This is an optimization exercise on Yosys and OpenROAD, whose aim is small area, a short achievable clock period and few clock cycles per item, not a production implementation. In this exercise RTL edits were held to simulation tests only and were not proved equivalent to the original. No activity file was given, so power comes from the tool's default toggle rates.

==> wip/amber: inputs <==
==> flow/design.v (excerpt) <==
module fx_arith_top (
  input  logic             clk,
  input  logic             rst_n,
  input  logic             in_valid,
  output logic             in_ready,
  input  fx_pkg::fx_word_t num_a,     
  input  fx_pkg::fx_word_t num_b,     
  input  logic             op_mul,
  output logic             out_valid,
  input  logic             out_ready,
  output fx_pkg::fx_word_t result,
  output logic             overflow,
  output logic             precision_lost
);
export LEC_CHECK = 0
export ABC_AREA = 1
export CAP_MARGIN = 20
export CORE_MARGIN = 2
export CORE_UTILIZATION = 40
export CTS_BUF_LIST = sky130_fd_sc_hd__clkbuf_4 sky130_fd_sc_hd__clkbuf_8
export SETUP_SLACK_MARGIN = 1.2
export SLEW_MARGIN = 20
create_clock -name core_clock -period 5.5 [get_ports {clk}]
standard.sh (not shown) runs the stock make flow with config.mk's settings and CLKGATE_MAP_FILE= SYNTH_SCRIPT=/design/flow/synth_recipe.tcl, a recipe that flattens the netlist after the stock synthesis.
==> flow/flow/run.sh <==
#!/bin/bash
# Own layout flow: the standard flow, with the design's one-gate modules
# (full and half adders, Booth select gates) given as the cells they stand
# for. Everything else, registers included, goes through the standard
# synthesis unchanged. Ports are buffered with plain buffers rather than
# delay cells, and the resizer may change a cell's footprint.
set -euo pipefail
work=$(pwd)
python3 flow/subst.py design.v flow/cells.v > design_cells.v 2> subst.log
bash standard.sh VERILOG_FILES="$work/design_cells.v" \
  BUFFER_PORTS_ARGS="-buffer_cell sky130_fd_sc_hd__buf_1" \
  MATCH_CELL_FOOTPRINT=0 finish > standard.log 2>&1
Other scripts of this flow, unchanged in this note and not shown: flow/flow/cells.v, flow/flow/subst.py
==> inputs of wip/cedar, as changes to wip/amber <==
Settings changed: SETUP_SLACK_MARGIN 1.2 to 1.8.
==> inputs of wip/quartz, as changes to wip/amber <==
==> flow/flow/run.sh (replaced) <==
#!/bin/bash
# Own layout flow: the standard flow, with the design's one-gate modules
# (full and half adders, Booth select gates, multiplexers) given as the
# cells they stand for. Everything else, registers included, goes through
# the standard synthesis unchanged. Ports are buffered with plain buffers
# rather than delay cells, the resizer may change a cell's footprint, and
# after global placement each register output with a large fanout gets a
# buffer (flow/bufregs.tcl).
set -euo pipefail
work=$(pwd)
python3 flow/subst.py design.v flow/cells.v > design_cells.v 2> subst.log
bash standard.sh VERILOG_FILES="$work/design_cells.v" \
  BUFFER_PORTS_ARGS="-buffer_cell sky130_fd_sc_hd__buf_1" \
  MATCH_CELL_FOOTPRINT=0 \
  POST_GLOBAL_PLACE_TCL="$work/flow/bufregs.tcl" finish > standard.log 2>&1
==> flow/flow/bufregs.tcl (new file) <==
# After global placement: give every register output that drives many pins a
# buffer of its own, so that the register (a weak edfxtp_1) drives one pin
# and the buffer drives the rest.
set nbuf 0
foreach inst [get_cells *] {
  if { [get_property $inst ref_name] ne "sky130_fd_sc_hd__edfxtp_1" } { continue }
  set q [get_pins -of_objects $inst -filter "direction == output"]
  set net [get_nets -of_objects $q]
  set loads [get_pins -of_objects $net -filter "direction == input"]
  if { [llength $loads] > 6 } {
    insert_buffer -buffer_cell sky130_fd_sc_hd__buf_4 -net [get_full_name $net]
    incr nbuf
  }
}
puts "bufregs: buffered $nbuf register outputs"
Settings changed: CORE_UTILIZATION 40 to 70, PLACE_DENSITY from default to 0.85, SETUP_SLACK_MARGIN 1.2 to 2.1.
==> qor summary <==
| metric | wip/amber | wip/quartz | wip/cedar |
|---|---|---|---|
| Status | timing/DRC/antenna clean | timing/DRC/antenna clean | timing/DRC/antenna clean |
| Met2 Usage GRT | 0.3103 | 0.5912 | 0.3254 |
| Min Hold Slack | 0.4683 ns | 0.5000 ns | 0.4728 ns |
| Met2 wire length | 10.14 mm | 12.25 mm | 11.26 mm |
| Worst setup path startpoint | an_q[8] | on_q[4] | tn_q[0] |
| Slowest-stage cell, CP | sky130_fd_sc_hd__edfxtp_1 | sky130_fd_sc_hd__fa_1 | sky130_fd_sc_hd__edfxtp_1 |
| Filler cell count in the final layout | 2204 | 705 | 2110 |
| Post-Place Cell Area | 0.009973 mm^2 | 0.01015 mm^2 | 0.009978 mm^2 |
| WL met1 | 10.74 mm | 9.075 mm | 11.15 mm |
| Part of the total power dissipated in the clock network | 0.083 | 0.088 | 0.088 |
| Maximum number of pins on one net before global-route repair | 43 | 44 | 43 |
| Final critical delay including setup and external delays | 3.790 ns | 3.679 ns | 3.614 ns |
| Number of DRC markers after the initial detailed-route iteration | 557 | 1075 | 621 |
| Proportion of power drawn by flip-flops and latches | 0.218 | 0.177 | 0.194 |
| Startpoint of the most critical register-to-register path | an_q[8] | on_q[4] | tn_q[0] |
| Die ar. | 0.02450 mm^2 | 0.01423 mm^2 | 0.02450 mm^2 |
| Total routing usage reported by global routing | 0.2026 | 0.3587 | 0.2093 |
| Area added between synthesis and finish | 9.144% | 15.94% | 20.66% |
| CP max stage delay | 0.80 ns | 0.55 ns | 0.78 ns |
| Sequential logic power | 1.11 mW | 0.992 mW | 1.02 mW |
| Core region area | 0.02271 mm^2 | 0.01309 mm^2 | 0.02271 mm^2 |
| CP arrival | 3.98 ns | 3.83 ns | 3.79 ns |
| WL per Instance | 18.17 um | 21.55 um | 17.95 um |
| Register-to-register setup slack | 1.71 ns | 1.82 ns | 1.89 ns |
| Finished Core Util | 0.4472 | 0.8243 | 0.4943 |
| Length of the first detailed-routing pass in iterations | 5 | 8 | 6 |
Testbench counts of wip/amber, summed over its fixed seeds: cycles 12,016, items 12,000.
Testbench counts of wip/cedar, summed over its fixed seeds: cycles 12,016, items 12,000.
Testbench counts of wip/quartz, summed over its fixed seeds: cycles 12,016, items 12,000.

---

==> exp/onyx <==
fx_arith_top, a different RTL version from the one above (not shown whole).
export LEC_CHECK = 0
export ABC_AREA = 1
export CAP_MARGIN = 20
export CORE_MARGIN = 2
export CORE_UTILIZATION = 40
export CTS_BUF_LIST = sky130_fd_sc_hd__clkbuf_4 sky130_fd_sc_hd__clkbuf_8
export SETUP_SLACK_MARGIN = 1.6
export SLEW_MARGIN = 20
create_clock -name core_clock -period 5.5 [get_ports {clk}]
==> flow/flow/run.sh <==
#!/bin/bash
# Own layout flow: the standard flow, with the design's one-gate modules
# (full and half adders, Booth select gates) given as the cells they stand
# for. Everything else, registers included, goes through the standard
# synthesis unchanged. Ports are buffered with plain buffers rather than
# delay cells, and the resizer may change a cell's footprint.
set -euo pipefail
work=$(pwd)
python3 flow/subst.py design.v flow/cells.v > design_cells.v 2> subst.log
bash standard.sh VERILOG_FILES="$work/design_cells.v" \
  BUFFER_PORTS_ARGS="-buffer_cell sky130_fd_sc_hd__buf_1" \
  MATCH_CELL_FOOTPRINT=0 finish > standard.log 2>&1
==> flow/flow/cells.v <==
// Cell-level bodies for the design's one-gate modules. flow/run.sh puts
// these in place of the RTL bodies before synthesis, so that each module
// becomes exactly the cell named here; the function is the same.
module fx_fa (input a, input b, input c, output s, output co);
  sky130_fd_sc_hd__fa_1 u (.A(a), .B(b), .CIN(c), .SUM(s), .COUT(co));
endmodule

module fx_ha (input a, input b, output s, output co);
  sky130_fd_sc_hd__ha_1 u (.A(a), .B(b), .SUM(s), .COUT(co));
endmodule

module fx_hai (input a, input b, output s, output co);
  sky130_fd_sc_hd__xnor2_1 us (.A(a), .B(b), .Y(s));
  sky130_fd_sc_hd__or2_1 uc (.A(a), .B(b), .X(co));
endmodule

module fx_aoi22 (input a, input b, input c, input d, output y);
  sky130_fd_sc_hd__a22oi_1 u (.A1(a), .A2(b), .B1(c), .B2(d), .Y(y));
endmodule

module fx_xor2 (input a, input b, output y);
  sky130_fd_sc_hd__xor2_1 u (.A(a), .B(b), .X(y));
endmodule

module fx_xnor2 (input a, input b, output y);
  sky130_fd_sc_hd__xnor2_1 u (.A(a), .B(b), .Y(y));
endmodule

module fx_nand2 (input a, input b, output y);
  sky130_fd_sc_hd__nand2_1 u (.A(a), .B(b), .Y(y));
endmodule

module fx_mux2i (input a0, input a1, input s, output y);
  sky130_fd_sc_hd__mux2i_1 u (.A0(a0), .A1(a1), .S(s), .Y(y));
endmodule
==> flow/flow/subst.py <==
#!/usr/bin/env python3
"""subst.py DESIGN CELLS: DESIGN with every module that CELLS defines taken
out, and CELLS appended, on stdout."""
import re
import sys

design = open(sys.argv[1]).read()
cells = open(sys.argv[2]).read()
names = re.findall(r'^\s*module\s+(\w+)', cells, re.M)
for n in names:
    pat = re.compile(r'^\s*module\s+' + n + r'\b.*?^\s*endmodule\b[^\n]*\n?', re.M | re.S)
    design, k = pat.subn('', design)
    print(f'{n}: replaced {k}', file=sys.stderr)
sys.stdout.write(design + '\n' + cells)
==> exp/quartz (differences from exp/onyx) <==
- SETUP_SLACK_MARGIN: 1.6 -> 0.8
==> exp/indigo (differences from exp/onyx) <==
- SETUP_SLACK_MARGIN: 1.6 -> 1.2
==> impl_metrics.env <==
export IMPL_power_density_mw_per_mm2=468
export IMPL_crit_cells=8
export IMPL_final_design_area_no_fill_mm2=0.0109
export IMPL_max_freq_ghz=0.267
export IMPL_multi_input_area_share_pct=60.7
export IMPL_area_growth_pct=15.5
export IMPL_rr_worst_depth=8
export IMPL_fin_crit_ns=3.74
export IMPL_clock_cell_area_share_pct=1.66
export IMPL_r2r_start="a_q[7]"
export IMPL_layout_cells_non_filler=1376
export IMPL_status="complete, no violations"
export IMPL_p_clk_mw=0.419
export IMPL_seq_area_share_pct=22.4
[end of results for exp/onyx]
==> impl_metrics.env <==
export IMPL_status="complete, no violations"
export IMPL_clock_cell_area_share_pct=1.76
export IMPL_fin_crit_ns=3.84
export IMPL_power_density_mw_per_mm2=488
export IMPL_r2r_start="a_q[14]"
export IMPL_final_design_area_no_fill_mm2=0.0103
export IMPL_seq_area_share_pct=23.6
[end of results for exp/quartz]
==> impl_metrics.env <==
export IMPL_status="complete, no violations"
export IMPL_fin_crit_ns=3.84
export IMPL_seq_area_share_pct=23.6
export IMPL_crit_cells=9
export IMPL_area_growth_pct=9.29
export IMPL_vias_per_cell=5.21
export IMPL_rr_worst_depth=9
export IMPL_clock_cell_area_share_pct=1.76
export IMPL_setup_violations_final=0
export IMPL_cts_buffers=9
export IMPL_r2r_start="a_q[14]"
export IMPL_power_density_mw_per_mm2=488
export IMPL_max_freq_ghz=0.260
export IMPL_final_design_area_no_fill_mm2=0.0103
[end of results for exp/indigo]
Testbench counts of exp/onyx, summed over its fixed seeds: cycles 12,016, items 12,000.
Testbench counts of exp/quartz, summed over its fixed seeds: cycles 12,016, items 12,000.
Testbench counts of exp/indigo, summed over its fixed seeds: cycles 12,016, items 12,000.

---

==> trial 6 <==
fx_arith_top with an RTL version that a note above also has.
==> flow/config.mk <==
export PLATFORM = sky130hd
export DESIGN_NAME = fx_arith_top
export DESIGN_NICKNAME = fx_arith_top
export VERILOG_FILES = /design/flow/design.v
export SDC_FILE = /design/flow/constraint.sdc
export NUM_CORES = 4
export LEC_CHECK = 0
export ABC_AREA = 1
export CAP_MARGIN = 20
export CORE_MARGIN = 2
export CORE_UTILIZATION = 40
export CTS_BUF_LIST = sky130_fd_sc_hd__clkbuf_4 sky130_fd_sc_hd__clkbuf_8
export SETUP_SLACK_MARGIN = 2.1
export SLEW_MARGIN = 20
==> flow/constraint.sdc <==
create_clock -name core_clock -period 5.5 [get_ports {clk}]
set_input_delay 1.1000 -clock core_clock [delete_from_list [all_inputs] [get_ports {clk}]]
set_output_delay 1.1000 -clock core_clock [all_outputs]
set_load 0.01 [all_outputs]
==> flow/flow/run.sh <==
#!/bin/bash
# Own layout flow: the standard flow, with the design's one-gate modules
# (full and half adders, Booth select gates, multiplexers) given as the
# cells they stand for. Everything else, registers included, goes through
# the standard synthesis unchanged. Ports are buffered with plain buffers
# rather than delay cells, the resizer may change a cell's footprint, and
# after global placement each register output with a large fanout gets a
# buffer (flow/bufregs.tcl).
set -euo pipefail
work=$(pwd)
python3 flow/subst.py design.v flow/cells.v > design_cells.v 2> subst.log
bash standard.sh VERILOG_FILES="$work/design_cells.v" \
  BUFFER_PORTS_ARGS="-buffer_cell sky130_fd_sc_hd__buf_1" \
  MATCH_CELL_FOOTPRINT=0 \
  POST_GLOBAL_PLACE_TCL="$work/flow/bufregs.tcl" finish > standard.log 2>&1
==> flow/flow/cells.v <==
// Cell-level bodies for the design's one-gate modules. flow/run.sh puts
// these in place of the RTL bodies before synthesis, so that each module
// becomes exactly the cell named here; the function is the same.
module fx_fa (input a, input b, input c, output s, output co);
  sky130_fd_sc_hd__fa_1 u (.A(a), .B(b), .CIN(c), .SUM(s), .COUT(co));
endmodule

module fx_ha (input a, input b, output s, output co);
  sky130_fd_sc_hd__ha_1 u (.A(a), .B(b), .SUM(s), .COUT(co));
endmodule

module fx_hai (input a, input b, output s, output co);
  sky130_fd_sc_hd__xnor2_1 us (.A(a), .B(b), .Y(s));
  sky130_fd_sc_hd__or2_1 uc (.A(a), .B(b), .X(co));
endmodule

module fx_aoi22 (input a, input b, input c, input d, output y);
  sky130_fd_sc_hd__a22oi_1 u (.A1(a), .A2(b), .B1(c), .B2(d), .Y(y));
endmodule

module fx_xor2 (input a, input b, output y);
  sky130_fd_sc_hd__xor2_1 u (.A(a), .B(b), .X(y));
endmodule

module fx_xnor2 (input a, input b, output y);
  sky130_fd_sc_hd__xnor2_1 u (.A(a), .B(b), .Y(y));
endmodule

module fx_nand2 (input a, input b, output y);
  sky130_fd_sc_hd__nand2_1 u (.A(a), .B(b), .Y(y));
endmodule

module fx_mux2i (input a0, input a1, input s, output y);
  sky130_fd_sc_hd__mux2i_1 u (.A0(a0), .A1(a1), .S(s), .Y(y));
endmodule

module fx_o22ai (input a1, input a2, input b1, input b2, output y);
  sky130_fd_sc_hd__o22ai_1 u (.A1(a1), .A2(a2), .B1(b1), .B2(b2), .Y(y));
endmodule

module fx_nor2 (input a, input b, output y);
  sky130_fd_sc_hd__nor2_1 u (.A(a), .B(b), .Y(y));
endmodule

module fx_nand2b (input a_n, input b, output y);
  sky130_fd_sc_hd__nand2b_1 u (.A_N(a_n), .B(b), .Y(y));
endmodule
Scripts as last shown in full above: flow/flow/subst.py
Other scripts of this flow, unchanged in this note and not shown: flow/flow/bufregs.tcl
==> trial 67: changes against trial 6 <==
--- a/flow/flow/cells.v
+++ b/flow/flow/cells.v
@@ -3,2 +3,3 @@
 // becomes exactly the cell named here; the function is the same.
+
 module fx_fa (input a, input b, input c, output s, output co);
@@ -16,22 +17,2 @@
 
-module fx_aoi22 (input a, input b, input c, input d, output y);
-  sky130_fd_sc_hd__a22oi_1 u (.A1(a), .A2(b), .B1(c), .B2(d), .Y(y));
-endmodule
-
-module fx_xor2 (input a, input b, output y);
-  sky130_fd_sc_hd__xor2_1 u (.A(a), .B(b), .X(y));
-endmodule
-
-module fx_xnor2 (input a, input b, output y);
-  sky130_fd_sc_hd__xnor2_1 u (.A(a), .B(b), .Y(y));
-endmodule
-
-module fx_nand2 (input a, input b, output y);
-  sky130_fd_sc_hd__nand2_1 u (.A(a), .B(b), .Y(y));
-endmodule
-
-module fx_mux2i (input a0, input a1, input s, output y);
-  sky130_fd_sc_hd__mux2i_1 u (.A0(a0), .A1(a1), .S(s), .Y(y));
-endmodule
-
 module fx_o22ai (input a1, input a2, input b1, input b2, output y);
@@ -44,2 +25,6 @@
 
+module fx_xnor2 (input a, input b, output y);
+  sky130_fd_sc_hd__xnor2_1 u (.A(a), .B(b), .Y(y));
+endmodule
+
 module fx_nand2b (input a_n, input b, output y);
@@ -47 +32,5 @@
 endmodule
+
+module fx_mux2i (input a0, input a1, input s, output y);
+  sky130_fd_sc_hd__mux2i_1 u (.A0(a0), .A1(a1), .S(s), .Y(y));
+endmodule
--- a/flow/config.mk
+++ b/flow/config.mk
@@ -10,4 +10,5 @@
 export CORE_MARGIN = 2
-export CORE_UTILIZATION = 40
+export CORE_UTILIZATION = 60
 export CTS_BUF_LIST = sky130_fd_sc_hd__clkbuf_4 sky130_fd_sc_hd__clkbuf_8
+export PLACE_DENSITY = 0.75
 export SETUP_SLACK_MARGIN = 2.1
==> results_dict.tcl <==
set metrics [dict create \
    post_dp_cell_area_um2 10300 \
    run_status "finished clean" \
    dieWidth_um 157 \
    grt_pass1_vias 7273 \
    switching_power_uw 2480 \
    period_needed_ns 3.39 \
    path_max_fanout 7 \
    wl_met1_um 10700 \
]
# the run above: trial 6

==> results_dict.tcl <==
set metrics [dict create \
    run_status "finished clean" \
    clk_pin_slew_ns 0.11 \
    switching_power_uw 2480 \
    dieWidth_um 129 \
    path_max_fanout 5 \
    period_needed_ns 3.41 \
    post_dp_cell_area_um2 10200 \
    crit_type "flop to flop" \
    worstHoldEndpoint "out_valid" \
    wl_met1_um 9240 \
]
# the run above: trial 67

Testbench counts of trial 6, summed over its fixed seeds: cycles 12,016, items 12,000.
Testbench counts of trial 67, summed over its fixed seeds: cycles 12,016, items 12,000.

[static timing again, ports no longer ideal]
How much do the figures lean on ideal ports? The routed layouts below were timed once more, with nothing changed but the port constraints.
Step 1: set_driving_cell puts a clkbuf_16 on clk and a buf_2 on each other input, an assumption about the parent block.
Step 2 adds t to the input delays and takes it off the output delays; t is the mean of the earliest and latest rising clock arrival at the registers after step 1. Input paths then give back, and output paths get back, about the clock's delay inside the block.
Slacks: ideal / step 1 / step 2; pairs: ideal / step 1.
| run | shift t [ns] | setup slack, ns | hold slack, ns | slew at the worst register clock pin (ns) | cell pins on the clock port's net |
|---|---|---|---|---|---|
| wip/amber | 0.420 | 1.710 / 1.710 / 1.710 | 0.468 / 0.468 / 0.468 | 0.10 / 0.10 | 1 |
| wip/cedar | 0.417 | 1.886 / 1.886 / 1.886 | 0.473 / 0.473 / 0.473 | 0.10 / 0.10 | 1 |
| wip/quartz | 0.431 | 1.821 / 1.821 / 1.821 | 0.500 / 0.500 / 0.500 | 0.10 / 0.10 | 1 |
| exp/onyx | 0.421 | 1.755 / 1.755 / 1.755 | 0.465 / 0.465 / 0.465 | 0.09 / 0.09 | 1 |
| exp/quartz | 0.422 | 1.655 / 1.655 / 1.655 | 0.465 / 0.465 / 0.465 | 0.10 / 0.10 | 1 |
| exp/indigo | 0.422 | 1.655 / 1.655 / 1.655 | 0.465 / 0.465 / 0.465 | 0.10 / 0.10 | 1 |
| trial 6 | 0.403 | 2.110 / 2.110 / 2.110 | 0.468 / 0.468 / 0.468 | 0.10 / 0.10 | 1 |
| trial 67 | 0.416 | 2.095 / 2.095 / 2.095 | 0.451 / 0.451 / 0.451 | 0.11 / 0.11 | 1 |
After both steps setup and hold are still met in every run listed.
